Context: an optimization exercise on an open-source flow, tuned for small area and few clock cycles. The choices shown serve that exercise and are no tape-out recipe. Where RTL was checked, it was by simulation tests only, not by an equivalence proof against the original. Power and IR drop assume default switching activity.

// block_mean_ascii_quantizer
module block_mean_ascii_quantizer #(
  parameter int MAX_WIDTH  = bmaq_pkg::MAX_WIDTH_DEF,
  parameter int BLOCK_ROWS = bmaq_pkg::BLOCK_ROWS_DEF,
  parameter int BLOCK_COLS = bmaq_pkg::BLOCK_COLS_DEF
) (
  input  wire logic                            clk_i,
  input  wire logic                            rst_ni,
  input  wire logic                            cfg_we_i,
  input  wire logic [bmaq_pkg::CFG_IDX_W-1:0]  cfg_index_i,
  input  wire logic [bmaq_pkg::CFG_DATA_W-1:0] cfg_data_i,
  input  wire logic                            s_axis_tvalid_i,
  output logic                                 s_axis_tready_o,
  input  wire logic [7:0]                      s_axis_tdata_i,    
  output logic                                 m_axis_tvalid_o,
  input  wire logic                            m_axis_tready_i,
  output logic      [7:0]                      m_axis_tdata_o,    
  output logic                                 m_axis_tlast_o,
  output logic      [0:0]                      m_axis_tuser_o     
);
Size in the first run: roughly 2100 flip-flops, about 38 I/O pins, ~53000 sq um of cells after synthesis.
Settings: LEC_CHECK=0, ABC_AREA=1, CAP_MARGIN=20, CORE_MARGIN=2, CORE_UTILIZATION=60, CTS_CLUSTER_DIAMETER=110, CTS_CLUSTER_SIZE=32, SLEW_MARGIN=20; clock period 9.0 ns.
run.sh (not shown) runs the stock make flow with config.mk's settings and CLKGATE_MAP_FILE= SYNTH_SCRIPT=/design/flow/synth_recipe.tcl, a recipe that flattens the netlist after the stock synthesis.
The baseline ran to the end with no violations.
Testbench counts at the start, summed over its fixed seeds: cycles 192,960.
==> next run, changes <==
--- a/flow/design.v
+++ b/flow/design.v
@@ -110,15 +110,15 @@
   input  wire logic [7:0]                      s_axis_tdata_i,    
   output logic                                 m_axis_tvalid_o,
   input  wire logic                            m_axis_tready_i,
   output logic      [7:0]                      m_axis_tdata_o,    
   output logic                                 m_axis_tlast_o,
   output logic      [0:0]                      m_axis_tuser_o     
 );
-  localparam int NWin  = 10;
+  localparam int NWin  = 12;
   localparam int WinW  = $clog2(NWin);
   localparam int ColW  = $clog2(MAX_WIDTH);
   localparam int LenW  = $clog2(MAX_WIDTH - 3 * NWin);
   localparam int SubW  = (BLOCK_COLS > 1) ? $clog2(BLOCK_COLS) : 1;
   localparam int RibW  = (BLOCK_ROWS > 1) ? $clog2(BLOCK_ROWS) : 1;
   localparam int RowSW = $clog2(BLOCK_COLS * 255 + 1);
   localparam int AccW  = $clog2(BLOCK_ROWS * BLOCK_COLS * 255 + 1);
Outcome: The changed run went through all stages and came out clean. Total power went down by 2.0%. First-iteration DRC count is higher by about 8%. Final area rose by about 1%. Register-to-register slack barely changes. Hold slack got worse by 0.0082 ns. Worst setup slack gains 0.012 ns. Routed wire length went down by 11%. Synthesized area is higher by 1.2%. Count of clock-buffer cells in the layout drops by 2. Combinational power is lower by about 1%. Via count rose by about 2%. Global-route usage fell by 3.0 points. Sequential power is about the same.
Testbench counts after the change, summed over its fixed seeds: cycles 192,960.

block_mean_ascii_quantizer, a different RTL version from the one above (not shown whole).
For scale: ~3900 cells after synthesis, roughly 2100 flip-flops, roughly 52000 um^2 of cells after synthesis.
==> flow/config.mk <==
export PLATFORM = sky130hd
export DESIGN_NAME = block_mean_ascii_quantizer
export DESIGN_NICKNAME = block_mean_ascii_quantizer
export VERILOG_FILES = /design/flow/design.v
export SDC_FILE = /design/flow/constraint.sdc
export NUM_CORES = 4
export LEC_CHECK = 0
export ABC_AREA = 1
export CAP_MARGIN = 20
export CORE_MARGIN = 2
export CORE_UTILIZATION = 60
export CTS_CLUSTER_DIAMETER = 100
export CTS_CLUSTER_SIZE = 28
export SLEW_MARGIN = 20
==> flow/constraint.sdc <==
create_clock -name core_clock -period 9.0 [get_ports {clk_i}]
set_input_delay 1.8000 -clock core_clock [delete_from_list [all_inputs] [get_ports {clk_i}]]
set_output_delay 1.8000 -clock core_clock [all_outputs]
set_load 0.01 [all_outputs]
The first run completed without violations.
Testbench counts at the start, summed over its fixed seeds: cycles 192,960.
Then changed:
--- a/flow/design.v
+++ b/flow/design.v
@@ -105,23 +105,23 @@
   input  wire logic [bmaq_pkg::CFG_IDX_W-1:0]  cfg_index_i,
   input  wire logic [bmaq_pkg::CFG_DATA_W-1:0] cfg_data_i,
   input  wire logic                            s_axis_tvalid_i,
   output logic                                 s_axis_tready_o,
   input  wire logic [7:0]                      s_axis_tdata_i,    
   output logic                                 m_axis_tvalid_o,
   input  wire logic                            m_axis_tready_i,
   output logic      [7:0]                      m_axis_tdata_o,    
   output logic                                 m_axis_tlast_o,
   output logic      [0:0]                      m_axis_tuser_o     
 );
-  localparam int NWin  = 8;
+  localparam int NWin  = 7;
   localparam int WinW  = $clog2(NWin);
   localparam int ColW  = $clog2(MAX_WIDTH);
   localparam int LenW  = $clog2(MAX_WIDTH - 3 * NWin);
   localparam int SubW  = (BLOCK_COLS > 1) ? $clog2(BLOCK_COLS) : 1;
   localparam int RibW  = (BLOCK_ROWS > 1) ? $clog2(BLOCK_ROWS) : 1;
   localparam int RowSW = $clog2(BLOCK_COLS * 255 + 1);
   localparam int AccW  = $clog2(BLOCK_ROWS * BLOCK_COLS * 255 + 1);
   localparam int NibW  = 4;
   localparam int StoW  = NibW * BLOCK_COLS;
   localparam int ThrW  = $clog2(228 * BLOCK_ROWS * BLOCK_COLS + 1);
   localparam int CmpW  = (ThrW > AccW) ? ThrW : AccW;
@@ -260,43 +260,47 @@
     .NIB_W  (NibW),
     .MAXLEN (MAX_WIDTH - 1 - 3 * NWin)
   ) u_sum_ram (
     .clk_i     (clk_i),
     .len_i     (ring_len),
     .grp_on_i  (grp_on),
     .win_i     (win),
     .wr_i      (accept && use_ring),
     .wr_data_i (sum[StoW-1:0]),
     .rd_data_o (ring_sum)
   );
+  logic [RowSW-1:0] acc_in, acc_d;
   always_comb begin
+    logic c;
     if (first_row) begin
       above = '0;
     end else if (row_end) begin
       above = side_q;
     end else begin
       above = ring_sum;
     end
-    sum = AccW'(above) + AccW'((sub_q == '0) ? '0 : acc_q)
-        + AccW'(s_axis_tdata_i[PIX_W-1:0]);
-  end
-  logic [RowSW-1:0] acc_in, acc_d;
-  logic             acc_c;
-  always_comb begin
     acc_in = (sub_q == '0) ? '0 : acc_q;
-    acc_c  = 1'b0;
+    c      = 1'b0;
     for (int i = 0; i < RowSW; i++) begin
       logic p;
       p        = (i < PIX_W) ? s_axis_tdata_i[i] : 1'b0;
-      acc_d[i] = acc_in[i] ^ p ^ acc_c;
-      acc_c    = (acc_in[i] & p) | (acc_c & (acc_in[i] ^ p));
+      acc_d[i] = acc_in[i] ^ p ^ c;
+      c        = (acc_in[i] & p) | (c & (acc_in[i] ^ p));
+    end
+    c = 1'b0;
+    for (int i = 0; i < AccW; i++) begin
+      logic x, y;
+      x      = (i < StoW) ? above[i] : 1'b0;
+      y      = (i < RowSW) ? acc_d[i] : 1'b0;
+      sum[i] = x ^ y ^ c;
+      c      = (x & y) | (c & (x ^ y));
     end
   end
   always_ff @(posedge clk_i) begin
     if (accept) begin
       acc_q <= acc_d;
     end
     if (accept && row_end) begin
       side_q <= sum[StoW-1:0];
     end
   end
   logic [ThrW-1:0]  thr [NumThr];
Effect:
- global-route usage drops by 0.21 points
- first-iteration DRC count grows by a little under a tenth
- via count decreases by a few percent
- design area came out lower slightly
- total power drops slightly
- worst hold slack hardly moves
- routed wire length is lower slightly
- die area went down slightly
- area after synthesis drops slightly
- register-to-register slack improved by 50 ps
- setup slack loses 110 ps
- sequential power barely changes
- combinational power drops by a few percent
For the second run of this note, only the layout was checked, not whether the RTL still works.

separate check: timing with driven ports:
The flow's constraints put no driver on any port. The routed layouts listed below were extracted and timed again, unchanged, in two steps.
Step 1: set_driving_cell puts a clkbuf_16 on clk_i and a buf_2 on each other input, an assumption about the parent block.
Step 2 times the ports against the registers' clock, not the clock port: input delays grow and output delays shrink by t, the midpoint of the rising clock arrivals with the driver on.
Slacks: ideal / step 1 / step 2; pairs: ideal / step 1.
run	t, ns	setup slack, ns	worst setup path after step 2
the first run of note 1	0.763	0.615 / 0.615 / 0.376	input to register
the second run of note 1	0.724	0.626 / 0.626 / 0.626	register to register
the first run of note 2	0.756	1.349 / 1.349 / 1.349	register to register
the second run of note 2	0.730	1.234 / 1.275 / 0.545	input to register
After both steps setup and hold are still met in every run listed. The setup slack of the second run of note 2, which loses most, moves by +0.041 ns with the drivers and by -0.689 ns with both steps.
